Background: an optimization exercise with open tools, aiming at small area and few clock cycles per item. Do not read the settings as production practice. At most, simulation tests tie the RTL to the original design; equivalence was not proved. Function not checked in run 1: the RTL went through the layout flow alone.

==> design.v <==
package nhc_pkg;
	localparam int unsigned NOTE_W = 7;
	localparam int unsigned CHAN_W = 8;
	localparam int unsigned SEG_W  = 8;
	localparam logic [SEG_W-1:0] SEG_RESET = 8'd12;
	function automatic logic [16:0] add16(input logic [15:0] a, input logic [15:0] b, input logic ci);
		logic c;
		logic [15:0] s;
		c = ci;
		for (int i = 0; i < 16; i++) begin
			s[i] = a[i] ^ b[i] ^ c;
			c    = (a[i] & b[i]) | (a[i] & c) | (b[i] & c);
		end
		add16 = {c, s};
	endfunction
	function automatic logic [16:0] sub16(input logic [15:0] a, input logic [15:0] b);
		sub16 = add16(a, ~b, 1'b1);
	endfunction
	function automatic logic [15:0] mul8x8(input logic [7:0] a, input logic [7:0] b);
		logic [15:0] s, c, pp, ns, nc;
		s = '0;
		c = '0;
		for (int i = 0; i < 8; i++) begin
			pp = '0;
			for (int k = 0; k < 8; k++) pp[i+k] = a[k] & b[i];
			for (int k = 0; k < 16; k++) begin
				ns[k] = s[k] ^ c[k] ^ pp[k];
				nc[k] = (s[k] & c[k]) | (s[k] & pp[k]) | (c[k] & pp[k]);
			end
			s = ns;
			c = {nc[14:0], 1'b0};
		end
		mul8x8 = add16(s, c, 1'b0);
	endfunction
	function automatic logic [13:0] mul8x6(input logic [7:0] a, input logic [5:0] b);
		logic [15:0] s, c, pp, ns, nc;
		s = '0;
		c = '0;
		for (int i = 0; i < 6; i++) begin
			pp = '0;
			for (int k = 0; k < 8; k++) pp[i+k] = a[k] & b[i];
			for (int k = 0; k < 16; k++) begin
				ns[k] = s[k] ^ c[k] ^ pp[k];
				nc[k] = (s[k] & c[k]) | (s[k] & pp[k]) | (c[k] & pp[k]);
			end
			s = ns;
			c = {nc[14:0], 1'b0};
		end
		mul8x6 = 14'(add16(s, c, 1'b0));
	endfunction
	function automatic logic [31:0] csa16(input logic [15:0] a, input logic [15:0] b, input logic [15:0] c);
		logic [15:0] s, k;
		for (int i = 0; i < 16; i++) begin
			s[i] = a[i] ^ b[i] ^ c[i];
			k[i] = (a[i] & b[i]) | (a[i] & c[i]) | (b[i] & c[i]);
		end
		csa16 = {k[14:0], 1'b0, s};
	endfunction
	function automatic logic [16:0] add3(input logic [15:0] a, input logic [15:0] b, input logic [15:0] c,
			input logic ci);
		logic [31:0] t;
		t = csa16(a, b, c);
		add3 = add16(t[15:0], t[31:16], ci);
	endfunction
	function automatic logic [16:0] add4(input logic [15:0] a, input logic [15:0] b, input logic [15:0] c,
			input logic [15:0] d, input logic ci);
		logic [31:0] t;
		t = csa16(a, b, c);
		add4 = add3(t[15:0], t[31:16], d, ci);
	endfunction
	function automatic logic [15:0] madd86(input logic [7:0] a, input logic [5:0] b, input logic [15:0] c,
			input logic [15:0] d);
		logic [15:0] s, k, pp;
		logic [31:0] t;
		s = c;
		k = d;
		for (int i = 0; i < 6; i++) begin
			pp = '0;
			for (int n = 0; n < 8; n++) pp[i+n] = a[n] & b[i];
			t = csa16(s, k, pp);
			s = t[15:0];
			k = t[31:16];
		end
		madd86 = 16'(add16(s, k, 1'b0));
	endfunction
endpackage
module note_hue_to_rgb_colour (
	input  logic                          clk,
	input  logic                          arst_n,
	input  logic                          psel,
	input  logic                          penable,
	input  logic                          pwrite,
	input  logic [2:0]                    paddr,
	input  logic [31:0]                   pwdata,
	output logic [31:0]                   prdata,
	output logic                          pready,
	input  logic                          note_valid,
	output logic                          note_ready,
	input  logic [nhc_pkg::NOTE_W-1:0]    note_number,
	input  logic [nhc_pkg::CHAN_W-1:0]    saturation,
	input  logic [nhc_pkg::CHAN_W-1:0]    brightness,
	input  logic [nhc_pkg::CHAN_W-1:0]    opacity,
	output logic                          rgb_valid,
	input  logic                          rgb_ready,
	output logic [nhc_pkg::CHAN_W-1:0]    red,
	output logic [nhc_pkg::CHAN_W-1:0]    green,
	output logic [nhc_pkg::CHAN_W-1:0]    blue,
	output logic [nhc_pkg::CHAN_W-1:0]    alpha_out
);
	logic [7:0] seg_q;
	logic [7:0] seg;
	assign pready = 1'b1;
	assign prdata = paddr[2] ? 32'd0 : {24'd0, seg_q};
	assign seg = {seg_q[7:1], seg_q[0] | (seg_q == 8'd0)};
	always_ff @(posedge clk or negedge arst_n) begin
		if (!arst_n) begin
			seg_q <= nhc_pkg::SEG_RESET;
		end else if (psel && penable && pwrite && !paddr[2]) begin
			seg_q <= pwdata[7:0];
		end
	end
	logic [4:1] vld, ld;
	assign ld[1] = !vld[1] || ld[2];
	assign ld[2] = !vld[2] || ld[3];
	assign ld[3] = !vld[3] || ld[4];
	assign ld[4] = !vld[4] || rgb_ready;
	assign note_ready = ld[1];
	assign rgb_valid  = vld[4];
	always_ff @(posedge clk or negedge arst_n) begin
		if (!arst_n) begin
			vld <= '0;
		end else begin
			if (ld[1]) vld[1] <= note_valid;
			if (ld[2]) vld[2] <= vld[1];
			if (ld[3]) vld[3] <= vld[2];
			if (ld[4]) vld[4] <= vld[3];
		end
	end
	logic [6:0] note_c;
	logic [7:0] s_c, v_c, alpha_c;
	assign note_c = note_number;
	assign s_c = saturation;
	assign v_c = brightness;
	assign alpha_c = opacity;
	logic [3:0] m4_c;
	logic [7:0] r_c;
	logic [2:0] a_c;
	logic [7:0] b_c;
	logic [13:0] z_c;
	logic [7:0] qa5_c;
	logic [0:0] qq5_c;
	logic [4:0] zr5_c;
	logic [7:0] qa4_c;
	logic [1:0] qq4_c;
	logic [3:0] zr4_c;
	logic [7:0] qa3_c;
	logic [2:0] qq3_c;
	logic [2:0] zr3_c;
	logic [15:0] p_c;
	logic [7:0] p1_c;
	logic [7:0] p0_c;
	logic [7:0] c60_c;
	logic [7:0] qa2_c;
	logic [3:0] qq2_c;
	logic [1:0] zr2_c;
	logic [7:0] qa1_c;
	logic [4:0] qq1_c;
	logic [0:0] zr1_c;
	logic [5:0] q_c;
	logic [2:0] sec_c;
	logic [5:0] j_c;
	logic [13:0] k0_c;
	logic [13:0] t_c;
	logic [7:0] x8_c;
	logic [3:0] m_c;
	logic [0:0] nz_c;
	logic [7:0] red_c;
	logic [7:0] green_c;
	logic [7:0] blue_c;
	logic [7:0] s_q1;
	logic [7:0] v_q1;
	logic [7:0] alpha_q1;
	logic [7:0] r_q1;
	logic [7:0] s_q2;
	logic [7:0] v_q2;
	logic [7:0] alpha_q2;
	logic [2:0] a_q2;
	logic [7:0] qa4_q2;
	logic [1:0] qq4_q2;
	logic [3:0] zr4_q2;
	logic [7:0] v_q3;
	logic [7:0] alpha_q3;
	logic [7:0] p1_q3;
	logic [7:0] p0_q3;
	logic [7:0] c60_q3;
	logic [2:0] sec_q3;
	logic [5:0] j_q3;
	logic [7:0] v_q4;
	logic [7:0] alpha_q4;
	logic [7:0] c60_q4;
	logic [2:0] sec_q4;
	logic [13:0] t_q4;
	always_comb begin
		logic [7:0] acc, t;
		logic [16:0] d;
		acc = '0;
		for (int i = 6; i >= 3; i--) begin
			t = {acc[6:0], note_c[i]} & 8'((1 << (7 - i)) - 1);
			d = nhc_pkg::sub16({8'b0, t}, {8'b0, seg});
			if (d[16]) acc = d[7:0] & 8'((1 << (7 - i)) - 1);
			else acc = t;
		end
		m4_c = acc[3:0];
	end
	always_comb begin
		logic [7:0] acc, t;
		logic [16:0] d;
		acc = {4'b0, m4_c};
		for (int i = 2; i >= 0; i--) begin
			t = {acc[6:0], note_c[i]} & 8'((1 << (7 - i)) - 1);
			d = nhc_pkg::sub16({8'b0, t}, {8'b0, seg});
			if (d[16]) acc = d[7:0] & 8'((1 << (7 - i)) - 1);
			else acc = t;
		end
		r_c = acc;
	end
	always_ff @(posedge clk) begin
		if (ld[1] && note_valid) begin
			s_q1 <= s_c;
			v_q1 <= v_c;
			alpha_q1 <= alpha_c;
			r_q1 <= r_c;
		end
	end
	always_comb begin
		logic [10:0] t;
		logic [16:0] d;
		t = 11'(nhc_pkg::add16({6'b0, r_q1, 2'b00}, {7'b0, r_q1, 1'b0}, 1'b0));
		d = nhc_pkg::add3({6'b0, r_q1, 2'b00}, {7'b0, r_q1, 1'b0}, ~{6'b0, seg, 2'b00}, 1'b1);
		a_c[2] = d[16];
		if (d[16]) t = d[10:0];
		d = nhc_pkg::sub16({5'b0, t}, {7'b0, seg, 1'b0});
		a_c[1] = d[16];
		if (d[16]) t = d[10:0];
		d = nhc_pkg::sub16({5'b0, t}, {8'b0, seg});
		a_c[0] = d[16];
		if (d[16]) t = d[10:0];
		b_c = t[7:0];
	end
	always_comb begin
		logic [16:0] u;
		u = nhc_pkg::add3({2'b0, b_c, 6'b0}, ~{6'b0, b_c, 2'b0}, {9'b0, seg[7:1]}, 1'b1);
		z_c = u[13:0];
	end
	always_comb begin
		logic [7:0] acc;
		logic [5:0] zr;
		logic [8:0] t;
		logic [16:0] d;
		acc = z_c[13:6];
		zr = z_c[5:0];
		t = {acc, zr[5]};
		d = nhc_pkg::sub16({7'b0, t}, {8'b0, seg});
		qa5_c = d[16] ? d[7:0] : t[7:0];
		qq5_c = d[16];
		zr5_c = zr[4:0];
	end
	always_comb begin
		logic [7:0] acc;
		logic [5:0] zr;
		logic [8:0] t;
		logic [16:0] d;
		acc = qa5_c;
		zr = 6'(zr5_c);
		t = {acc, zr[4]};
		d = nhc_pkg::sub16({7'b0, t}, {8'b0, seg});
		qa4_c = d[16] ? d[7:0] : t[7:0];
		qq4_c = {qq5_c, d[16]};
		zr4_c = zr[3:0];
	end
	always_ff @(posedge clk) begin
		if (ld[2] && vld[1]) begin
			s_q2 <= s_q1;
			v_q2 <= v_q1;
			alpha_q2 <= alpha_q1;
			a_q2 <= a_c;
			qa4_q2 <= qa4_c;
			qq4_q2 <= qq4_c;
			zr4_q2 <= zr4_c;
		end
	end
	always_comb begin
		logic [7:0] acc;
		logic [5:0] zr;
		logic [8:0] t;
		logic [16:0] d;
		acc = qa4_q2;
		zr = 6'(zr4_q2);
		t = {acc, zr[3]};
		d = nhc_pkg::sub16({7'b0, t}, {8'b0, seg});
		qa3_c = d[16] ? d[7:0] : t[7:0];
		qq3_c = {qq4_q2, d[16]};
		zr3_c = zr[2:0];
	end
	assign p_c = nhc_pkg::mul8x8(s_q2, v_q2);
	always_comb begin
		logic [16:0] ab;
		logic ge;
		ab = nhc_pkg::add16({8'b0, p_c[15:8]}, {8'b0, p_c[7:0]}, 1'b0);
		ge = ab[8] | (ab[7:0] == 8'hff);
		p1_c = 8'(nhc_pkg::add16({8'b0, p_c[15:8]}, 16'd0, ge));
		p0_c = 8'(nhc_pkg::add16({8'b0, ab[7:0]}, 16'd0, ge));
	end
	assign c60_c = 8'(nhc_pkg::add16({8'b0, v_q2}, ~{8'b0, p1_c}, (p0_c == 8'd0)));
	always_comb begin
		logic [7:0] acc;
		logic [5:0] zr;
		logic [8:0] t;
		logic [16:0] d;
		acc = qa3_c;
		zr = 6'(zr3_c);
		t = {acc, zr[2]};
		d = nhc_pkg::sub16({7'b0, t}, {8'b0, seg});
		qa2_c = d[16] ? d[7:0] : t[7:0];
		qq2_c = {qq3_c, d[16]};
		zr2_c = zr[1:0];
	end
	always_comb begin
		logic [7:0] acc;
		logic [5:0] zr;
		logic [8:0] t;
		logic [16:0] d;
		acc = qa2_c;
		zr = 6'(zr2_c);
		t = {acc, zr[1]};
		d = nhc_pkg::sub16({7'b0, t}, {8'b0, seg});
		qa1_c = d[16] ? d[7:0] : t[7:0];
		qq1_c = {qq2_c, d[16]};
		zr1_c = zr[0:0];
	end
	always_comb begin
		logic [7:0] acc;
		logic [5:0] zr;
		logic [8:0] t;
		logic [16:0] d;
		acc = qa1_c;
		zr = 6'(zr1_c);
		t = {acc, zr[0]};
		d = nhc_pkg::sub16({7'b0, t}, {8'b0, seg});
		q_c = {qq1_c, d[16]};
	end
	always_comb begin
		logic ovf;
		logic [2:0] sb;
		logic [5:0] rm;
		ovf = (q_c == 6'd60);
		rm = ovf ? 6'd0 : q_c;
		sb = a_q2 + {2'b0, ovf};
		case (sb)
			3'd0: sec_c = 3'd2;
			3'd1: sec_c = 3'd3;
			3'd2: sec_c = 3'd4;
			3'd3: sec_c = 3'd5;
			3'd4: sec_c = 3'd0;
			default: sec_c = 3'd1;
		endcase
		j_c = sec_c[0] ? rm : 6'(nhc_pkg::sub16(16'd60, {10'b0, rm}));
	end
	always_ff @(posedge clk) begin
		if (ld[3] && vld[2]) begin
			v_q3 <= v_q2;
			alpha_q3 <= alpha_q2;
			p1_q3 <= p1_c;
			p0_q3 <= p0_c;
			c60_q3 <= c60_c;
			sec_q3 <= sec_c;
			j_q3 <= j_c;
		end
	end
	assign k0_c = 14'(nhc_pkg::madd86(p0_q3, j_q3, 16'd0, 16'd0));
	always_comb begin
		logic [1:0] ck;
		logic cy;
		cy = 1'b0;
		for (int i = 0; i < 8; i++) begin
			logic hb;
			hb = (i < 6) ? k0_c[8+i] : 1'b0;
			cy = (hb & k0_c[i]) | (hb & cy) | (k0_c[i] & cy);
		end
		ck = (k0_c == 14'd0) ? 2'd0 : cy ? 2'd2 : 2'd1;
		t_c = 14'(nhc_pkg::madd86(p1_q3, j_q3, {10'b0, k0_c[13:8]}, {14'b0, ck}));
	end
	always_ff @(posedge clk) begin
		if (ld[4] && vld[3]) begin
			v_q4 <= v_q3;
			alpha_q4 <= alpha_q3;
			c60_q4 <= c60_q3;
			sec_q4 <= sec_q3;
			t_q4 <= t_c;
		end
	end
	always_comb begin
		logic [11:0] x;
		logic [5:0] m1;
		logic [4:0] m2;
		x = t_q4[13:2];
		m1 = 6'(nhc_pkg::add3({12'b0, x[11:8]}, {12'b0, x[7:4]}, {12'b0, x[3:0]}, 1'b0));
		m2 = 5'(nhc_pkg::add16({14'b0, m1[5:4]}, {12'b0, m1[3:0]}, 1'b0));
		m_c = (m2 >= 5'd15) ? 4'(m2 - 5'd15) : m2[3:0];
		nz_c = (t_q4[1:0] != 2'b0) || (m_c != 4'd0);
		x8_c = x[7:0];
	end
	always_comb begin
		logic [7:0] cj;
		cj = 8'(nhc_pkg::add4({8'b0, v_q4}, {8'b0, x8_c}, {8'b0, x8_c[3:0], 4'b0}, {8'b0, ~{m_c, m_c}}, !nz_c));
		case (sec_q4)
			3'd0:    begin red_c = v_q4;   green_c = cj;  blue_c = c60_q4; end
			3'd1:    begin red_c = cj;  green_c = v_q4;   blue_c = c60_q4; end
			3'd2:    begin red_c = c60_q4; green_c = v_q4;   blue_c = cj;  end
			3'd3:    begin red_c = c60_q4; green_c = cj;  blue_c = v_q4;   end
			3'd4:    begin red_c = cj;  green_c = c60_q4; blue_c = v_q4;   end
			default: begin red_c = v_q4;   green_c = c60_q4; blue_c = cj;  end
		endcase
	end
	assign red = red_c;
	assign green = green_c;
	assign blue = blue_c;
	assign alpha_out = alpha_q4;
endmodule
==> run.sh <==
#!/bin/bash
# synth_recipe.tcl (not shown) runs the flow's synth.tcl, then flattens the netlist and writes it again
# the make line also repeats each setting of config.mk as NAME=value (left out here)
make -C /OpenROAD-flow-scripts/flow DESIGN_CONFIG=/design/flow/config.mk WORK_HOME=/design/flow/orfs CLKGATE_MAP_FILE= SYNTH_SCRIPT=/design/flow/synth_recipe.tcl finish
==> config.mk <==
export PLATFORM = sky130hd
export DESIGN_NAME = note_hue_to_rgb_colour
export DESIGN_NICKNAME = note_hue_to_rgb_colour
export VERILOG_FILES = /design/flow/design.v
export SDC_FILE = /design/flow/constraint.sdc
export NUM_CORES = 4
export LEC_CHECK = 0
export CAP_MARGIN = 20
export CORE_MARGIN = 2
export CORE_UTILIZATION = 40
export SLEW_MARGIN = 20
==> constraint.sdc <==
create_clock -name core_clock -period 17.0 [get_ports {clk}]
set_input_delay 3.4000 -clock core_clock [delete_from_list [all_inputs] [get_ports {clk}]]
set_output_delay 3.4000 -clock core_clock [all_outputs]
set_load 0.01 [all_outputs]
==> qor.yml, run 1 <==
status: "failed layout checks"
check.faults: "negative setup slack"
clk_pin_slew_ps: 70
regArea_sq_um: 5170
crit_fanout: 7
synth-simple-area-share_pct: 9.70
synth_area_sq_um: 16300
wl_um: 33100
crit_type: "flip-flop to flip-flop"
layout_common_cells: "242 x inv_1, 214 x fa_1, 162 x edfxtp_1"
post-route-period-util_pct: 104
avgSynthCellArea_sq_um: 11.6
rows: 73
clk_latency_ps: 440
max_cap_viol_count: 0
layout_commonest_cell: "inv_1"
initialDrtViolationCount: 645
tns_ps: -5940
clock_skew_ps: 13.0
port_buffers: 88
htree_levels: 4
grtUsageTotal_pct: 16.8
async_flop_share_pct: 6.90
ios: 140
endpoint_kind: "flip-flop"
clockBufferDepth: 2
ant_nets: 0
cts_buffers: 17
route.detailed.drc: 0
grt_overflow_total: 0
syn_inst: 1404
placed_cell_area_sq_um: 18200
drive_gt1_share_pct: 16.4
viasPerCell: 4.87
fp.dieH_um: 206
gp_congestion: 0.816
seq_area_frac_synth_pct: 31.7
synth_top_family_by_area: "adder cells"
synth_compound_area_share_pct: 5.40
finalNetCount: 1982
rsz0062_at_grt: "true"
diodes: 0
wl_per_cell_um: 15.7
critPathMaxStageDelay_ps: 430
die_w_um: 206
setup_viol: 9
firstDrtPassIters: 5
synthAdderAreaFrac_pct: 38.3
cts_root_buffer: "clkbuf_16"
multiInputGateArea_sq_um: 10200
start_util_pct: 40.8
ys_warn_count: 1
fill_cells: 3626
finalHoldViolCount: 0
critical_path_required_ps: 17200
slew_violations: 0
antenna_found_initial: 0
synthMuxAreaShare_pct: 5.65
area_growth_pct: 17.7
vias: 10300
hold_slack_ps: 420
synth-xor-area-share_pct: 1.18
fmax_ghz: 0.0565
grt_pass1_vias: 11100
fin_area_sq_um: 19200
grt_start_max_net_pins: 50
core_sq_um: 39900
worst_slew_pin_slew_ps: 1040
dieArea_sq_um: 42300
synth_edf_count: 162
synth_seq_cells: 174
crit_arrival_ps: 17890
fin_crit_ps: 17690
cts.sinks: 174
crit_path_top_delay_cell: "dfrtp_2"
slew_headroom_pct: 30.4
hold_class: "flip-flop to flip-flop"
yosys_most_used_dff: "edfxtp_1"
worstSetupStartpointType: "flip-flop"
fin_ws_ps: -693
cp_common_cell: "fa_2"
place_ws_ps: -1010
hpwlAfterDp_um: 26200
synth_cell_type_count: 70
grt_pass1_wl_um: 55300
cts_tree: "built"
[metrics by stage]
| step | utilization, % | cells |
|---|---|---|
| after global routing | 48.0 | 2104 |
| final | 48.0 | 2104 |
| after detailed placement | 45.6 | 2033 |
| after CTS | 47.7 | 2099 |
| after global placement | 45.5 | 2032 |
| after floorplan | - | 1427 |
[final timing paths]
path / start / end / slack, ps / cells past startpoint
worst max-delay path: seg_q[6]$_DFFE_PN0P_ / qa4_q2[5]$_DFFE_PP_ / -690 / 83
worst min-delay path: s_q1[7]$_DFFE_PP_ / s_q2[7]$_DFFE_PP_ / 420 / 0
worst max register to register: seg_q[6]$_DFFE_PN0P_ / qa4_q2[5]$_DFFE_PP_ / -690 / 83
worst min register to register: s_q1[7]$_DFFE_PP_ / s_q2[7]$_DFFE_PP_ / 420 / 0
max in group asynchronous: arst_n / seg_q[5]$_DFFE_PN0P_ / 13180 / 1
min in group asynchronous: arst_n / seg_q[1]$_DFFE_PN0P_ / 3360 / 1
[critical path, delay by kind of cell (launching register included)]
family,cells,cell delay (ps)
compound gates,6,1130
fa+ha+maj,33,10730
buf+inv,34,3570
flops,1,430
mux,3,610
simple gates,7,950
[flip-flops by register name, summed over array words and instances, names as in the netlist, 6 cells and up]
name,flops
v_q2,8
qa4_q2,8
j_q3,6
p0_q3,8
c60_q4,8
v_q1,8
p1_q3,8
alpha_q4,8
r_q1,7
v_q3,8
t_q4,14
c60_q3,8
alpha_q2,8
s_q1,8
s_q2,8
alpha_q3,8
seg_q,8
alpha_q1,8
v_q4,8
[logic make-up (layout without fill, tap and decap cells)]
family | count (synthesis) | in the layout
flops | 174 | 174
other cells | 2 | 25
xor+xnor | 20 | 20
fa+ha+maj | 347 | 347
simple gates | 320 | 320
buf+inv | 316 | 468
compound gates | 139 | 139
mux | 86 | 86
[synthesized netlist by cell type, types with 3 or more instances]
library cell	n	area, sq um
mux2_2	37	417
maj3_1	5	50.1
nor4_1	8	50.1
inv_1	253	950
a31oi_1	4	25.0
o22ai_1	18	113
o22a_1	6	52.6
nand2_1	137	514
dfrtp_1	10	250
xnor2_1	10	87.6
edfxtp_1	162	4860
a21oi_1	40	200
buf_4	25	188
nor3_1	8	40.0
nand3_1	13	65.1
a211oi_1	4	30.0
o221ai_1	3	26.3
mux2_1	6	67.6
xor2_1	9	78.8
ha_1	87	1090
and2_1	73	457
o21ai_0	29	145
a22o_1	6	52.6
clkbuf_1	34	128
nand2b_1	8	50.1
o21a_1	4	30.0
nor2_1	42	158
nor2b_1	6	37.5
fa_1	255	5100
mux2i_1	42	420
or2_2	4	25.0
o211ai_1	6	45.0
[layout make-up]
class | count | area share (%)
repair buffers | 183 | 8.44
clock buffers | 17 | 2.22
flip-flops and latches | 174 | 27.0
well taps | 525 | 3.43
clock inverters | 14 | 0.777
multi-input cells | 937 | 53.2
inverters | 254 | 4.99
[routing by layer]
metal	global-route usage (%)	part of all wire [%]	wire length [um]	up-vias
met4	4.29	1.7	548	0
met2	29.0	51	16900	130
met1	22.1	45	14900	5235
li1	-	-	-	4858
met5	0	0	0	-
met3	2.61	2.4	798	29
[what timing repair did]
action / 4_1_cts / 5_1_grt
pin swaps: 10 / 4
gates cloned: 0 / 0
setup endpoints to repair: 9 / 9
buffers inserted: 35 / 6
hold buffers: 0 / 0
resized for setup: 6 / 26
==> run 2, diff against run 1 <==
--- a/design.v
+++ b/design.v
@@ -109,12 +109,13 @@
 );
-	logic [7:0] seg_q;
 	logic [7:0] seg;
+	logic       seg_zero;
 	assign pready = 1'b1;
-	assign prdata = paddr[2] ? 32'd0 : {24'd0, seg_q};
-	assign seg = {seg_q[7:1], seg_q[0] | (seg_q == 8'd0)};
+	assign prdata = (paddr[2] || seg_zero) ? 32'd0 : {24'd0, seg};
 	always_ff @(posedge clk or negedge arst_n) begin
 		if (!arst_n) begin
-			seg_q <= nhc_pkg::SEG_RESET;
+			seg      <= nhc_pkg::SEG_RESET;
+			seg_zero <= 1'b0;
 		end else if (psel && penable && pwrite && !paddr[2]) begin
-			seg_q <= pwdata[7:0];
+			seg      <= {pwdata[7:1], pwdata[0] | (pwdata[7:0] == 8'd0)};
+			seg_zero <= (pwdata[7:0] == 8'd0);
 		end
@@ -161,3 +162,2 @@
 	logic [7:0] p0_c;
-	logic [7:0] c60_c;
 	logic [7:0] qa2_c;
@@ -171,2 +171,3 @@
 	logic [5:0] j_c;
+	logic [7:0] c60_c;
 	logic [13:0] k0_c;
@@ -187,16 +188,17 @@
 	logic [2:0] a_q2;
-	logic [7:0] qa4_q2;
-	logic [1:0] qq4_q2;
-	logic [3:0] zr4_q2;
+	logic [7:0] qa5_q2;
+	logic [0:0] qq5_q2;
+	logic [4:0] zr5_q2;
 	logic [7:0] v_q3;
 	logic [7:0] alpha_q3;
+	logic [2:0] a_q3;
 	logic [7:0] p1_q3;
 	logic [7:0] p0_q3;
-	logic [7:0] c60_q3;
-	logic [2:0] sec_q3;
-	logic [5:0] j_q3;
+	logic [7:0] qa1_q3;
+	logic [4:0] qq1_q3;
+	logic [0:0] zr1_q3;
 	logic [7:0] v_q4;
 	logic [7:0] alpha_q4;
-	logic [7:0] c60_q4;
 	logic [2:0] sec_q4;
+	logic [7:0] c60_q4;
 	logic [13:0] t_q4;
@@ -241,8 +243,8 @@
 		if (d[16]) t = d[10:0];
-		d = nhc_pkg::sub16({5'b0, t}, {7'b0, seg, 1'b0});
+		d = nhc_pkg::sub16({6'b0, t[9:0]}, {7'b0, seg, 1'b0});
 		a_c[1] = d[16];
-		if (d[16]) t = d[10:0];
-		d = nhc_pkg::sub16({5'b0, t}, {8'b0, seg});
+		t = {1'b0, d[16] ? d[9:0] : t[9:0]};
+		d = nhc_pkg::sub16({7'b0, t[8:0]}, {8'b0, seg});
 		a_c[0] = d[16];
-		if (d[16]) t = d[10:0];
+		if (d[16]) t = {2'b0, d[8:0]};
 		b_c = t[7:0];
@@ -267,2 +269,13 @@
 	end
+	always_ff @(posedge clk) begin
+		if (ld[2] && vld[1]) begin
+			s_q2 <= s_q1;
+			v_q2 <= v_q1;
+			alpha_q2 <= alpha_q1;
+			a_q2 <= a_c;
+			qa5_q2 <= qa5_c;
+			qq5_q2 <= qq5_c;
+			zr5_q2 <= zr5_c;
+		end
+	end
 	always_comb begin
@@ -272,4 +285,4 @@
 		logic [16:0] d;
-		acc = qa5_c;
-		zr = 6'(zr5_c);
+		acc = qa5_q2;
+		zr = 6'(zr5_q2);
 		t = {acc, zr[4]};
@@ -277,16 +290,5 @@
 		qa4_c = d[16] ? d[7:0] : t[7:0];
-		qq4_c = {qq5_c, d[16]};
+		qq4_c = {qq5_q2, d[16]};
 		zr4_c = zr[3:0];
 	end
-	always_ff @(posedge clk) begin
-		if (ld[2] && vld[1]) begin
-			s_q2 <= s_q1;
-			v_q2 <= v_q1;
-			alpha_q2 <= alpha_q1;
-			a_q2 <= a_c;
-			qa4_q2 <= qa4_c;
-			qq4_q2 <= qq4_c;
-			zr4_q2 <= zr4_c;
-		end
-	end
 	always_comb begin
@@ -296,4 +298,4 @@
 		logic [16:0] d;
-		acc = qa4_q2;
-		zr = 6'(zr4_q2);
+		acc = qa4_c;
+		zr = 6'(zr4_c);
 		t = {acc, zr[3]};
@@ -301,3 +303,3 @@
 		qa3_c = d[16] ? d[7:0] : t[7:0];
-		qq3_c = {qq4_q2, d[16]};
+		qq3_c = {qq4_c, d[16]};
 		zr3_c = zr[2:0];
@@ -313,3 +315,2 @@
 	end
-	assign c60_c = 8'(nhc_pkg::add16({8'b0, v_q2}, ~{8'b0, p1_c}, (p0_c == 8'd0)));
 	always_comb begin
@@ -340,2 +341,14 @@
 	end
+	always_ff @(posedge clk) begin
+		if (ld[3] && vld[2]) begin
+			v_q3 <= v_q2;
+			alpha_q3 <= alpha_q2;
+			a_q3 <= a_q2;
+			p1_q3 <= p1_c;
+			p0_q3 <= p0_c;
+			qa1_q3 <= qa1_c;
+			qq1_q3 <= qq1_c;
+			zr1_q3 <= zr1_c;
+		end
+	end
 	always_comb begin
@@ -345,7 +358,7 @@
 		logic [16:0] d;
-		acc = qa1_c;
-		zr = 6'(zr1_c);
+		acc = qa1_q3;
+		zr = 6'(zr1_q3);
 		t = {acc, zr[0]};
 		d = nhc_pkg::sub16({7'b0, t}, {8'b0, seg});
-		q_c = {qq1_c, d[16]};
+		q_c = {qq1_q3, d[16]};
 	end
@@ -357,3 +370,3 @@
 		rm = ovf ? 6'd0 : q_c;
-		sb = a_q2 + {2'b0, ovf};
+		sb = a_q3 + {2'b0, ovf};
 		case (sb)
@@ -368,14 +381,4 @@
 	end
-	always_ff @(posedge clk) begin
-		if (ld[3] && vld[2]) begin
-			v_q3 <= v_q2;
-			alpha_q3 <= alpha_q2;
-			p1_q3 <= p1_c;
-			p0_q3 <= p0_c;
-			c60_q3 <= c60_c;
-			sec_q3 <= sec_c;
-			j_q3 <= j_c;
-		end
-	end
-	assign k0_c = 14'(nhc_pkg::madd86(p0_q3, j_q3, 16'd0, 16'd0));
+	assign c60_c = 8'(nhc_pkg::add16({8'b0, v_q3}, ~{8'b0, p1_q3}, (p0_q3 == 8'd0)));
+	assign k0_c = 14'(nhc_pkg::madd86(p0_q3, j_c, 16'd0, 16'd0));
 	always_comb begin
@@ -390,3 +393,3 @@
 		ck = (k0_c == 14'd0) ? 2'd0 : cy ? 2'd2 : 2'd1;
-		t_c = 14'(nhc_pkg::madd86(p1_q3, j_q3, {10'b0, k0_c[13:8]}, {14'b0, ck}));
+		t_c = 14'(nhc_pkg::madd86(p1_q3, j_c, {10'b0, k0_c[13:8]}, {14'b0, ck}));
 	end
@@ -396,4 +399,4 @@
 			alpha_q4 <= alpha_q3;
-			c60_q4 <= c60_q3;
-			sec_q4 <= sec_q3;
+			sec_q4 <= sec_c;
+			c60_q4 <= c60_c;
 			t_q4 <= t_c;
--- a/config.mk
+++ b/config.mk
@@ -9,3 +9,4 @@
 export CORE_MARGIN = 2
-export CORE_UTILIZATION = 40
+export CORE_UTILIZATION = 70
+export PLACE_DENSITY = 0.8
 export SLEW_MARGIN = 20
==> run 2 against run 1 <==
  * Now clean on timing, DRC and antenna
  * Critical path type unchanged
  * Setup slack better by 1400 ps
  * Count of clock-buffer cells in the layout unchanged
  * Non-clock buffer count down 72
==> qor.yml, run 2 <==
fin_area_sq_um: 18300  # -4.6%
largest_reg_flops: 14  # unchanged
critPathLaunch: "r_q1[1]$_DFFE_PP_"
crit_fanout: 13  # +6
fmax_ghz: 0.0614  # +8.7%
initialDrtViolationCount: 769  # +19%
tns_ps: 0  # +5940 ps
firstDrtPassIters: 6  # +1
core_sq_um: 23300  # -42%
fp.dieH_um: 157  # -24%
cts_tree: "built"
place_ws_ps: 707  # +1720 ps
avgSynthCellArea_sq_um: 11.5  # -0.43%
fill_cells: 1443  # -60%
hpwlAfterDp_um: 24200  # -7.8%
cts_hold_buf: 0  # unchanged
synth.most_common_cell: "inv_1"
crit_end: "qa5_q2[5]$_DFFE_PP_"
post-route-period-util_pct: 95.7  # -8.3 points
crit_arrival_ps: 16450  # -1440 ps
slew_headroom_pct: 35.6  # +5.2 points
netlist_top_cells_area: "fa_1 31%, edfxtp_1 30%, ha_1 6.3%"
start_util_pct: 70.5  # +30 points
ant_nets: 0  # unchanged
slew_violations: 0  # unchanged
route.detailed.drc: 0  # unchanged
critical_path_required_ps: 17180  # -20 ps
grt_pass1_wl_um: 53600  # -3.2%
grt_start_max_net_pins: 50  # unchanged
fin_ws_ps: 726  # +1420 ps
synth_top_cell_area_share_pct: 31.5  # +0.15 points
cts.sinks: 175  # +0.57%
clk_latency_ps: 450  # about the same
layout_common_cells: "265 x inv_1, 257 x fa_1, 162 x edfxtp_1"
endpoint_kind: "flip-flop"
synth_edf_count: 162  # unchanged
seq_area_frac_synth_pct: 31.7  # -0.070 points
grtUsageTotal_pct: 28.1  # +11 points
viasPerCell: 5.66  # +16%
rrSetupSlack_ps: 730  # +1420 ps
use_met1_pct: 36.7  # +15 points
use_met3_pct: 3.77  # +1.2 points
async_flop_share_pct: 7.43  # +0.53 points
syn_inst: 1420  # +1.1%
setup_viol: 0  # -9
regArea_sq_um: 5190  # +0.41%
wl_per_cell_um: 17.2  # +9.4%
cts_root_buffer: "clkbuf_16"
synth_cell_type_count: 78  # +11%
clockBufferDepth: 2  # unchanged
max_cap_viol_count: 0  # unchanged
yosys.area.top_type: "fa_1"
clock_skew_ps: 19.1  # +6.14 ps
worstSetupStartpointType: "flip-flop"
multiInputGateArea_sq_um: 9980  # -2.1%
ys_warn_count: 1  # unchanged
fin_crit_ps: 16270  # -1420 ps
worst_slew_pin_slew_ps: 967  # -77.7 ps
ios: 140  # unchanged
synth_area_sq_um: 16400  # +0.71%
rows: 56  # -23%
finalNetCount: 1928  # -2.7%
wl_um: 31800  # -4.0%
rr_startpoint: "r_q1[1]$_DFFE_PP_"
crit_path_top_delay_cell: "fa_1"
r2r_end: "qa5_q2[5]$_DFFE_PP_"
dieArea_sq_um: 24700  # -42%
critPathMaxStageDelay_ps: 560  # +130 ps
finalHoldViolCount: 0  # unchanged
cp_common_cell: "fa_1"
area_growth_pct: 11.5
status: "timing/DRC/antenna clean"
antenna_found_initial: 0  # unchanged
drive_gt1_share_pct: 7.73  # -8.7 points
layout_commonest_cell: "inv_1"
crit_type: "flip-flop to flip-flop"
die_w_um: 157  # -24%
hold_class: "flip-flop to flip-flop"
grt_overflow_total: 0  # unchanged
clk_pin_slew_ps: 90  # +20 ps
yosys_most_used_dff: "edfxtp_1"
grt_util_met2_pct: 49.6  # +21 points
synth_seq_cells: 175  # +0.57%
top_register: "t_q4"
grt_busiest_layer: "met2"
rsz0062_at_grt: "false"
vias: 10500  # +2.0%
synth_common_cells: "265 x inv_1, 258 x fa_1, 162 x edfxtp_1, 143 x nand2_1, 83 x ha_1"
cts_buffers: 17  # unchanged
gp_congestion: 0.852  # +4.4%
diodes: 0  # unchanged
grt_pass1_vias: 11300  # +2.1%
reg2reg_depth: 62  # -25%
htree_levels: 4  # unchanged
placed_cell_area_sq_um: 17600  # -3.3%
port_buffers: 88  # unchanged
run 2: changes by cell type after synthesis, sizes merged, moves of 9 or more:
cell	change
nand3	-9
nor2b	+12
inv	+15
and2	-14
clkbuf	-10
run 2: cell families (layout without fill, tap and decap cells):
kind of cell             Yosys count  count (layout)  share of synthesized area, %
flip-flops                       175             175                          31.7
buffers and inverters            328             412                          8.18
other                              2              25                        0.0458
adder cells (fa/ha/maj)          344             344                          38.0
XOR/XNOR                          17              17                         0.908
AO/OA/AOI/OAI                    154             154                          6.16
AND/OR/NAND/NOR                  319             319                          9.65
multiplexers                      81              81                          5.39
run 2: how the worst min path moves through the flow:
stage | startpoint | end | depth (start not counted)
2_1_floorplan | a_q2[0]$_DFFE_PP_ | a_q3[0]$_DFFE_PP_ | 0
3_3_place_gp | v_q1[1]$_DFFE_PP_ | v_q2[1]$_DFFE_PP_ | 0
3_5_place_dp | alpha_q2[0]$_DFFE_PP_ | alpha_q3[0]$_DFFE_PP_ | 0
4_1_cts | alpha_q2[0]$_DFFE_PP_ | alpha_q3[0]$_DFFE_PP_ | 0
5_1_grt | alpha_q2[1]$_DFFE_PP_ | alpha_q3[1]$_DFFE_PP_ | 0
6_report | alpha_q2[0]$_DFFE_PP_ | alpha_q3[0]$_DFFE_PP_ | 0
run 2: repair_timing:
action | 4_1_cts | 5_1_grt
setup buffers | 0 | 2
gates resized for setup | 0 | 3
setup endpoints to repair | 0 | 8
run 2: through the flow:
step,util (%),std cells,hold WS [ps]
global route,78.6,1846,432
floorplan,-,1443,400
global placement,75.6,1811,401
CTS,78.4,1843,414
finish,78.6,1846,417
detailed placement,75.6,1811,405
run 2: metal layers:
| layer | up-vias | share of wire, % |
|---|---|---|
| li1 | 4767 | - |
| met1 | 5333 | 42 |
| met2 | 294 | 52 |
| met3 | 58 | 4.5 |
| met4 | 0 | 2.1 |
| met5 | - | 0 |
run 2: cell type report:
type | instances | area share (%)
Clock inverter | 15 | 1.22
Sequential cell | 175 | 28.4
Multi-Input combinational cell | 940 | 54.5
Clock buffer | 17 | 2.33
Tap cell | 319 | 2.18
Inverter | 269 | 5.52
Timing Repair Buffer | 111 | 5.83
run 2: critical path, delay by kind of cell, from the launching register on:
kind	cells	cell delay [ps]
adder cells (fa/ha/maj)	33	11430
AND/OR/NAND/NOR	5	1290
AO/OA/AOI/OAI	6	900
flip-flops	1	430
multiplexers	3	660
buffers and inverters	15	1310
Testbench counts of run 2, summed over its fixed seeds: cycles 16,448, items 16,384.
==> run 3, diff against run 2 <==
--- a/config.mk
+++ b/config.mk
@@ -9,4 +9,3 @@
 export CORE_MARGIN = 2
-export CORE_UTILIZATION = 70
-export PLACE_DENSITY = 0.8
+export CORE_UTILIZATION = 40
 export SLEW_MARGIN = 20
==> run 3 against run 2 <==
  * Non-clock buffer count grew 3
  * Final cell count up 12%
  * Maximum frequency increased by 0.68%
  * Core utilization fell by 33 points
  * Sequential cell count is the same
  * Worst hold slack is essentially flat
  * Sequential share of layout area decreased by 0.34 points
  * Highest routed layer unchanged
==> qor.yml, run 3 <==
status: "timing/DRC/antenna clean"
layout_common_cells: "265 x inv_1, 258 x fa_1, 162 x edfxtp_1"
wl_um: 31500  # -0.76%
cp_common_cell: "fa_1"
clockBufferDepth: 2  # unchanged
firstDrtPassIters: 5  # -1
vias: 10000  # -3.9%
cts_tree: "built"
cts_root_buffer: "clkbuf_16"
avgSynthCellArea_sq_um: 11.5  # unchanged
largest_reg_flops: 14  # unchanged
ant_nets: 0  # unchanged
worst_slew_pin_slew_ps: 974  # +6.96 ps
clk_pin_slew_ps: 70  # -20 ps
grt_pass1_wl_um: 53900  # +0.58%
synth_area_sq_um: 16400  # unchanged
top_register: "t_q4"
diodes: 0  # unchanged
start_util_pct: 40.3  # -30 points
slew_violations: 0  # unchanged
rr_startpoint: "r_q1[0]$_DFFE_PP_"
crit_path_top_delay_cell: "fa_1"
tns_ps: 0  # unchanged
seq_area_frac_synth_pct: 31.7  # unchanged
async_flop_share_pct: 7.43  # unchanged
postLayoutCoreUtil_pct: 45.6  # -33 points
ios: 140  # unchanged
max_cap_viol_count: 0  # unchanged
clk_latency_ps: 440  # about the same
finalNetCount: 1931  # +0.16%
htree_levels: 4  # unchanged
rsz0062_at_grt: "false"
cts.sinks: 175  # unchanged
rows: 74  # +32%
yosys.area.top_type: "fa_1"
ys_warn_count: 1  # unchanged
place_ws_ps: 755  # +48.0 ps
grt_pass1_vias: 10700  # -5.2%
slew_headroom_pct: 35.1  # -0.46 points
synth.most_common_cell: "inv_1"
critPathLaunch: "r_q1[0]$_DFFE_PP_"
drive_gt1_share_pct: 7.58  # -0.15 points
critical_path_required_ps: 17190  # about the same
crit_fanout: 12  # -1
rrSetupSlack_ps: 840  # +110 ps
layout_commonest_cell: "inv_1"
port_buffers: 88  # unchanged
crit_type: "flip-flop to flip-flop"
fin_crit_ps: 16160  # -110 ps
finalHoldViolCount: 0  # unchanged
cts_buffers: 17  # unchanged
placed_cell_area_sq_um: 17900  # +1.8%
post-route-period-util_pct: 95.1  # -0.65 points
syn_inst: 1420  # unchanged
grt_start_max_net_pins: 50  # unchanged
synth_seq_cells: 175  # unchanged
yosys_most_used_dff: "edfxtp_1"
endpoint_kind: "flip-flop"
crit_arrival_ps: 16350  # -100 ps
synth_top_cell_area_share_pct: 31.5  # unchanged
setup_viol: 0  # unchanged
synth_common_cells: "265 x inv_1, 258 x fa_1, 162 x edfxtp_1, 143 x nand2_1, 83 x ha_1"
hold_class: "flip-flop to flip-flop"
core_sq_um: 40600  # +75%
synth_cell_type_count: 78  # unchanged
worstSetupStartpointType: "flip-flop"
area_growth_pct: 12.9
initialDrtViolationCount: 616  # -20%
fin_area_sq_um: 18500  # +1.2%
antenna_found_initial: 0  # unchanged
grt_overflow_total: 0  # unchanged
wl_per_cell_um: 15.3  # -11%
route.detailed.drc: 0  # unchanged
synth_edf_count: 162  # unchanged
netlist_top_cells_area: "fa_1 31%, edfxtp_1 30%, ha_1 6.3%"
grtUsageTotal_pct: 16.2  # -12 points
die_w_um: 206  # +31%
gp_congestion: 0.821  # -3.6%
clock_skew_ps: 10.3  # -8.83 ps
hpwlAfterDp_um: 25200  # +4.4%
fin_ws_ps: 836  # +110 ps
critPathMaxStageDelay_ps: 550  # about the same
fp.dieH_um: 206  # +31%
fmax_ghz: 0.0619  # +0.68%
holdCritStartpoint: "alpha_q3[3]$_DFFE_PP_"
viasPerCell: 4.87  # -14%
dieArea_sq_um: 42600  # +73%
==> run 3: cell counts after synthesis <==
No cell type changed its count.
==> run 3: cells by family (layout without fill, tap and decap cells) <==
family	count (synthesis)	count (layout)	synth area share (%)
and+or+nand+nor	319	319	9.65
buffers and inverters	328	415	8.18
muxes	81	81	5.39
DFF	175	175	31.7
other	2	25	0.0458
adders and majority gates	344	344	38.0
AOI/OAI and AO/OA	154	154	6.16
xor gates and xnor gates	17	17	0.908
==> run 3: through the flow <==
step	instances	hold WS, ps
final	2062	417
after global routing	2062	429
after CTS	2062	415
after detailed placement	2030	405
after global placement	2030	401
after floorplan	1443	400
==> run 3: final timing paths <==
kind,to,cells past startpoint
worst max-delay path,qa5_q2[5]$_DFFE_PP_,54
worst min-delay path,alpha_q4[3]$_DFFE_PP_,0
worst max register to register,qa5_q2[5]$_DFFE_PP_,54
worst min register to register,alpha_q4[3]$_DFFE_PP_,0
max in group asynchronous,vld[4]$_DFFE_PN0P_,1
min in group asynchronous,seg_zero$_DFFE_PN0P_,1
==> run 3: layout make-up <==
type                       count  area [sq um]
tap                          532           666
multi-input combinational    940          9970
clock inverter                14           173
timing repair buffer         114          1080
sequential                   175          5190
fill                        3693         22100
inverter                     269          1010
clock buffer                  18           429
==> run 3: worst max-delay path: cells and delay by family, from the launching register on <==
kind / cells / cell delay (ps)
buffers and inverters: 9 / 840
flip-flops: 1 / 450
multiplexers: 3 / 710
AO/OA/AOI/OAI: 4 / 720
AND/OR/NAND/NOR: 3 / 390
adder cells (fa/ha/maj): 35 / 12840
==> run 3: what timing repair did <==
action                     in CTS  in global routing
gates resized for setup         0                  1
hold buffers                    0                  0
setup buffers                   0                  0
setup endpoints to repair       0                  1
==> run 3: metal layers <==
layer / vias up / share of wire (%) / GRT usage (%)
li1: 4770 / - / -
met1: 5096 / 47 / 22.1
met2: 139 / 49 / 27.0
met3: 35 / 2.3 / 2.07
met4: 0 / 1.9 / 4.77
met5: - / 0 / 0
==> run 4, diff against run 3 <==
==> flow/run.sh (new file) <==
#!/bin/bash
# lay out with the standard flow, port buffers of the smallest buffer cell
export BUFFER_PORTS_ARGS="-buffer_cell sky130_fd_sc_hd__buf_1"
bash standard.sh > standard.log 2>&1
==> standard.sh (new file) <==
#!/bin/bash
# synth_recipe.tcl (not shown) runs the flow's synth.tcl, then flattens the netlist and writes it again
# the make line also repeats each setting of config.mk as NAME=value (left out here)
make -C /OpenROAD-flow-scripts/flow DESIGN_CONFIG=/design/flow/config.mk WORK_HOME=/design/flow/orfs CLKGATE_MAP_FILE= SYNTH_SCRIPT=/design/flow/synth_recipe.tcl "${@:-finish}"
removed: run.sh
==> run 4 against run 3 <==
  * Highest routed layer unchanged
  * Still clean
  * Via count up 0.45%
  * Critical path depth up 7
  * Clock skew up 3.0 ps
==> qor.yml, run 4 <==
cts_tree: "built"
routed.top_layer: "met4"
rows: 74  # unchanged
m1WireLength_um: 14100  # -4.2%
post_cts_buffers: 0  # unchanged
finalNetCount: 1930  # -0.052%
ys_warn_count: 1  # unchanged
die_w_um: 206  # unchanged
synth-simple-area-share_pct: 9.65  # unchanged
synth_seq_cells: 175  # unchanged
firstDrtPassIters: 5  # unchanged
synth.most_common_cell: "inv_1"
slew_violations: 0  # unchanged
antenna_found_initial: 0  # unchanged
largest_reg_flops: 14  # unchanged
multiInputGateArea_sq_um: 9970  # unchanged
crit_type: "flip-flop to flip-flop"
synth_common_cells: "265 x inv_1, 258 x fa_1, 162 x edfxtp_1, 143 x nand2_1, 83 x ha_1"
clk_latency_ps: 450  # about the same
diodes: 0  # unchanged
rrSetupSlack_ps: 920  # +80 ps
gp_congestion: 0.822  # +0.16%
synth_cell_type_count: 78  # unchanged
syn_inst: 1420  # unchanged
rsz0062_at_grt: "false"
critPathMaxStageDelay_ps: 560  # about the same
cts_hold_buf: 0  # unchanged
netlist_top_cells_area: "fa_1 31%, edfxtp_1 30%, ha_1 6.3%"
setup_viol: 0  # unchanged
wl_met3_um: 854  # +17%
crit_fanout: 12  # unchanged
cts.sinks: 175  # unchanged
clock_skew_ps: 13.3  # +3.00 ps
ios: 140  # unchanged
fill_cells: 3707  # +0.38%
post-route-period-util_pct: 94.6  # -0.48 points
clk_pin_slew_ps: 70  # about the same
drive_gt1_share_pct: 7.65  # +0.070 points
cp_common_cell: "fa_1"
vias: 10100  # +0.45%
start_util_pct: 40.3  # unchanged
wl_um: 30800  # -2.5%
worst_slew_pin_slew_ps: 980  # +6.26 ps
critical_path_required_ps: 17200  # about the same
fp.dieH_um: 206  # unchanged
status: "timing/DRC/antenna clean"
seq_area_frac_synth_pct: 31.7  # unchanged
htree_levels: 4  # unchanged
route.detailed.drc: 0  # unchanged
yosys_most_used_dff: "edfxtp_1"
grtUsageTotal_pct: 16.0  # -0.19 points
final_cells: 2061  # -0.048%
holdPathStages: 0  # unchanged
max_cap_viol_count: 0  # unchanged
ant_nets: 0  # unchanged
path_depth: 61  # +13%
synth_top_family_by_area: "adder cells"
layout_commonest_cell: "inv_1"
viasPerCell: 4.89  # +0.50%
synth_area_sq_um: 16400  # unchanged
port_buffers: 88  # unchanged
dieArea_sq_um: 42600  # unchanged
synthAdderAreaFrac_pct: 38.0  # unchanged
hold_class: "flip-flop to flip-flop"
grt_pass1_vias: 10600  # -0.70%
top_register: "t_q4"
hpwlAfterDp_um: 24600  # -2.4%
layout_common_cells: "265 x inv_1, 258 x fa_1, 162 x edfxtp_1"
initialDrtViolationCount: 537  # -13%
crit_family: "adder cells"
async_flop_share_pct: 7.43  # unchanged
crit_arrival_ps: 16280  # -70 ps
core_sq_um: 40600  # unchanged
endpoint_kind: "flip-flop"
synth_compound_area_share_pct: 6.16  # unchanged
area_growth_pct: 9.64
grt_pass1_wl_um: 53000  # -1.5%
grt_start_max_net_pins: 50  # unchanged
regArea_sq_um: 5190  # unchanged
slew_headroom_pct: 34.7  # -0.42 points
tns_ps: 0  # unchanged
fin_crit_ps: 16080  # -81.0 ps
worstSetupStartpointType: "flip-flop"
avgSynthCellArea_sq_um: 11.5  # unchanged
critPathBufInv: 13  # +4
synthMuxAreaShare_pct: 5.39  # unchanged
finalHoldViolCount: 0  # unchanged
cts_resized: 0  # unchanged
synth-xor-area-share_pct: 0.908  # unchanged
clockBufferDepth: 2  # unchanged
placedCellCount: 2029  # -0.049%
grt_overflow_total: 0  # unchanged
synth_top_cell_area_share_pct: 31.5  # unchanged
cts_buffers: 17  # unchanged
yosys.area.top_type: "fa_1"
crit_path_top_delay_cell: "fa_1"
synth_edf_count: 162  # unchanged
wl_per_cell_um: 14.9  # -2.4%
fmax_ghz: 0.0622  # +0.50%
cts_root_buffer: "clkbuf_16"
reg2reg_depth: 61  # +13%
wl_met2_um: 15100  # -2.7%
run 4: cell counts after synthesis:
No cell type changed its count.
run 4: kinds of logic after synthesis:
family | count (synthesis)
adder cells (fa/ha/maj) | 344
buffers and inverters | 328
other | 2
multiplexers | 81
flip-flops | 175
AO/OA/AOI/OAI | 154
XOR/XNOR | 17
AND/OR/NAND/NOR | 319
run 4: final cells by class:
type / instances / share of cell area, %
clock inverter: 14 / 1.09
multi-input combinational: 940 / 55.5
clock buffer: 18 / 2.39
tap: 532 / 3.70
sequential: 175 / 28.9
inverter: 269 / 5.62
timing repair buffer: 113 / 2.88
run 4: path summary, 6_finish.rpt:
| kind | start | to |
|---|---|---|
| setup / recovery | r_q1[0]$_DFFE_PP_ | qa5_q2[5]$_DFFE_PP_ |
| hold / removal | s_q1[7]$_DFFE_PP_ | s_q2[7]$_DFFE_PP_ |
| setup reg to reg | r_q1[0]$_DFFE_PP_ | qa5_q2[5]$_DFFE_PP_ |
| hold reg to reg | s_q1[7]$_DFFE_PP_ | s_q2[7]$_DFFE_PP_ |
| max in group asynchronous | arst_n | vld[3]$_DFFE_PN0P_ |
| min in group asynchronous | arst_n | seg_zero$_DFFE_PN0P_ |
run 4: layer usage:
layer,GRT usage (%),vias to the layer above
met5,0,-
met4,5.64,0
met3,2.08,43
met2,26.3,162
met1,21.8,5117
li1,-,4763
run 4: worst reg2reg max path, delay by kind of cell (launching register included):
| family | cells | cell delay [ps] |
|---|---|---|
| adders and majority gates | 34 | 11330 |
| and+or+nand+nor | 6 | 1470 |
| buffers and inverters | 13 | 1120 |
| muxes | 3 | 730 |
| AOI/OAI and AO/OA | 5 | 730 |
| DFF | 1 | 450 |
run 4: stage by stage:
stage / hold WS [ps] / cell area [sq um] / util, % / worst slack (ps)
floorplan: 400 / 16500 / - / 949
global placement: 400 / 17300 / 42.7 / 1010
detailed placement: 405 / 17300 / 42.7 / 810
CTS: 420 / 18000 / 44.2 / 772
global route: 424 / 18000 / 44.2 / 90.7
finish: 420 / 18000 / 44.2 / 917
==> run 5, diff against run 4 <==
==> flow/run.sh (replaced) <==
#!/bin/bash
# the standard flow, with two changes: synthesis skips the early abc pass of yosys's synth
# (the full adders are extracted from the design as written), and port buffers use buf_1
export SYNTH_ARGS="-noabc"
export BUFFER_PORTS_ARGS="-buffer_cell sky130_fd_sc_hd__buf_1"
bash standard.sh > standard.log 2>&1
--- a/config.mk
+++ b/config.mk
@@ -7,2 +7,3 @@
 export LEC_CHECK = 0
+export ABC_AREA = 1
 export CAP_MARGIN = 20
==> run 5 against run 4 <==
  * Setup slack got worse by 160 ps
  * Sequential cell count unchanged
  * Non-clock buffer count down 11
  * First-iteration DRC count is 5.6% lower
  * Global-route usage rose by 0.48 points
  * Maximum frequency is 0.99% lower
  * Count of clock-buffer cells in the layout down 1
  * Clock skew decreased by 4.4 ps
  * Still clean
  * Register-to-register slack lost 160 ps
  * Core utilization grew 0.20 points
==> qor.yml, run 5 <==
status: "timing/DRC/antenna clean"
synth-xor-area-share_pct: 1.00  # +0.097 points
largest_reg_flops: 14  # unchanged
rows: 72  # -2.7%
htree_levels: 4  # unchanged
cts_hold_buf: 0  # unchanged
grt_pass1_wl_um: 53200  # +0.31%
post-route-period-util_pct: 95.6  # +0.94 points
slew_violations: 0  # unchanged
grtUsageTotal_pct: 16.5  # +0.48 points
critPathBufInv: 6  # -7
cp_common_cell: "fa_1"
finalNetCount: 1938  # +0.41%
top_register: "t_q4"
ant_nets: 0  # unchanged
synth_edf_count: 162  # unchanged
route.detailed.drc: 0  # unchanged
cts_tree: "built"
max_cap_viol_count: 0  # unchanged
synth_cell_type_count: 47  # -40%
area_growth_pct: 9.45
avgSynthCellArea_sq_um: 10.9  # -5.3%
start_util_pct: 40.6  # +0.25 points
hold_slack_ps: 415  # -4.64 ps
synth_area_sq_um: 15700  # -4.3%
grt_pass1_vias: 10700  # +0.21%
worst_slew_pin_slew_ps: 973  # -7.35 ps
synth_compound_area_share_pct: 5.77  # -0.38 points
cts_resized: 0  # unchanged
layout_commonest_cell: "fa_1"
port_buffers: 88  # unchanged
crit_fanout: 15  # +3
crit_arrival_ps: 16460  # +180 ps
rsz0062_at_grt: "false"
postLayoutCoreUtil_pct: 44.4  # +0.20 points
wl_per_cell_um: 15.2  # +1.5%
grt_start_max_net_pins: 50  # unchanged
ios: 140  # unchanged
synthAdderAreaFrac_pct: 40.3  # +2.3 points
fp.dieH_um: 202  # -2.1%
die_w_um: 202  # -2.1%
yosys.area.top_type: "fa_1"
critical_path_required_ps: 17210  # about the same
synth-simple-area-share_pct: 11.1  # +1.4 points
synthMuxAreaShare_pct: 0.510  # -4.9 points
vias: 9861  # -2.2%
endpoint_kind: "flip-flop"
drive_gt1_share_pct: 4.91  # -2.7 points
seq_area_frac_synth_pct: 33.1  # +1.4 points
clk_pin_slew_ps: 70  # about the same
fill_cells: 3621  # -2.3%
synth_top_cell_area_share_pct: 33.2  # +1.7 points
slew_headroom_pct: 35.2  # +0.49 points
crit_type: "flip-flop to flip-flop"
async_flop_share_pct: 7.43  # unchanged
cts.sinks: 175  # unchanged
clock_skew_ps: 8.86  # -4.44 ps
netlist_top_cells_area: "fa_1 33%, edfxtp_1 31%, ha_1 7.1%"
clockBufferDepth: 2  # unchanged
grt_overflow_total: 0  # unchanged
gp_congestion: 0.818  # -0.57%
synth_top_family_by_area: "adder cells"
fmax_ghz: 0.0616  # -0.99%
ys_warn_count: 1  # unchanged
firstDrtPassIters: 5  # unchanged
fin_crit_ps: 16240  # +160 ps
cts_buffers: 17  # unchanged
syn_inst: 1434  # +0.99%
dieArea_sq_um: 40800  # -4.2%
worstSetupStartpointType: "flip-flop"
synth_common_cells: "260 x fa_1, 257 x nand2_1, 243 x inv_1, 162 x edfxtp_1, 103 x nor2_1"
placedCellCount: 2014  # -0.74%
crit_path_top_delay_cell: "fa_1"
core_sq_um: 38600  # -4.9%
hpwlAfterDp_um: 24300  # -1.5%
tns_ps: 0  # unchanged
diodes: 0  # unchanged
viasPerCell: 4.82  # -1.5%
synth_seq_cells: 175  # unchanged
setup_viol: 0  # unchanged
finalHoldViolCount: 0  # unchanged
synth.most_common_cell: "fa_1"
layout_common_cells: "259 x fa_1, 257 x nand2_1, 240 x inv_1"
final_cells: 2045  # -0.78%
critPathMaxStageDelay_ps: 530  # -30 ps
cts_root_buffer: "clkbuf_16"
antenna_found_initial: 0  # unchanged
yosys_most_used_dff: "edfxtp_1"
initialDrtViolationCount: 507  # -5.6%
clk_latency_ps: 450  # about the same
wl_um: 31000  # +0.74%
hold_class: "flip-flop to flip-flop"
post_cts_buffers: 0  # unchanged
crit_family: "adder cells"
run 5: final timing paths:
check	from	to	slack, ps	cells past startpoint
max in group asynchronous	arst_n	vld[3]$_DFFE_PN0P_	13570	1
setup reg to reg	r_q1[2]$_DFFE_PP_	qa5_q2[7]$_DFFE_PP_	760	51
hold reg to reg	s_q1[4]$_DFFE_PP_	s_q2[4]$_DFFE_PP_	410	0
min in group asynchronous	arst_n	vld[1]$_DFFE_PN0P_	2980	1
setup / recovery	r_q1[2]$_DFFE_PP_	qa5_q2[7]$_DFFE_PP_	760	51
hold / removal	s_q1[4]$_DFFE_PP_	s_q2[4]$_DFFE_PP_	410	0
run 5: area by class of cell:
type                    count  area (sq um)  area share [%]
inverters                 250           942            5.49
well taps                 518           648            3.77
repair buffers            102           448            2.61
multi-input cells         970          9310            54.2
clock inverters            13           204            1.19
flip-flops and latches    175          5190            30.2
clock buffers              17           425            2.48
run 5: cell families (layout without fill, tap and decap cells):
logic type	count (synthesis)	after routing
adders and majority gates	349	349
other	2	25
AOI/OAI and AO/OA	153	153
muxes	8	8
and+or+nand+nor	417	417
buffers and inverters	312	382
DFF	175	175
xor gates and xnor gates	18	18
run 5: layer usage:
layer	up-vias	share of wire (%)	routed length, um	global-route usage [%]
li1	4670	-	-	-
met1	4952	46	14100	22.3
met2	196	49	15200	27.5
met3	43	4.1	1270	3.05
met4	0	1.3	409	4.15
met5	-	0	0	0
run 5: worst register-to-register path: cells and delay by family, from the launching register on:
kind,cells,cell delay (ps)
DFF,1,520
and+or+nand+nor,7,640
AOI/OAI and AO/OA,3,400
buffers and inverters,6,570
adders and majority gates,35,13880
run 5: stage by stage:
stage          cell area (sq um)  setup WS, ps
2_1_floorplan              15800           382
3_3_place_gp               16500           724
3_5_place_dp               16500           514
4_1_cts                    17100           503
5_1_grt                    17200          14.7
6_report                   17200           756

port drivers added, routing unchanged:
The results above use ideal ports. As a check the final layouts listed here were re-extracted and re-timed, cells and wires unchanged.
Step 1: set_driving_cell puts a clkbuf_16 on clk and a buf_2 on each other input, an assumption about the parent block.
Step 2 also shifts input and output timing later by t, the mid clock arrival at the registers, as if the neighbouring blocks saw the same clock.
a / b / c = ideal ports / drivers / drivers and shift; a / b = the first two.
| run | t (ns) | setup WS [ns] | worst setup path at the end | latest minus earliest clock arrival (ns) |
|---|---|---|---|---|
| run 1 | 0.492 | -0.693 / -0.693 / -0.693 | register to register | 0.014 / 0.014 |
| run 2 | 0.486 | 0.726 / 0.726 / 0.640 | input to register | 0.020 / 0.020 |
| run 3 | 0.487 | 0.836 / 0.836 / 0.742 | input to register | 0.010 / 0.010 |
| run 4 | 0.498 | 0.917 / 0.917 / 0.917 | register to register | 0.013 / 0.013 |
| run 5 | 0.495 | 0.756 / 0.756 / 0.649 | input to register | 0.010 / 0.010 |
For run 5, which loses most, drivers alone change the setup slack by 0.000 ns; drivers and shift together by -0.107 ns.
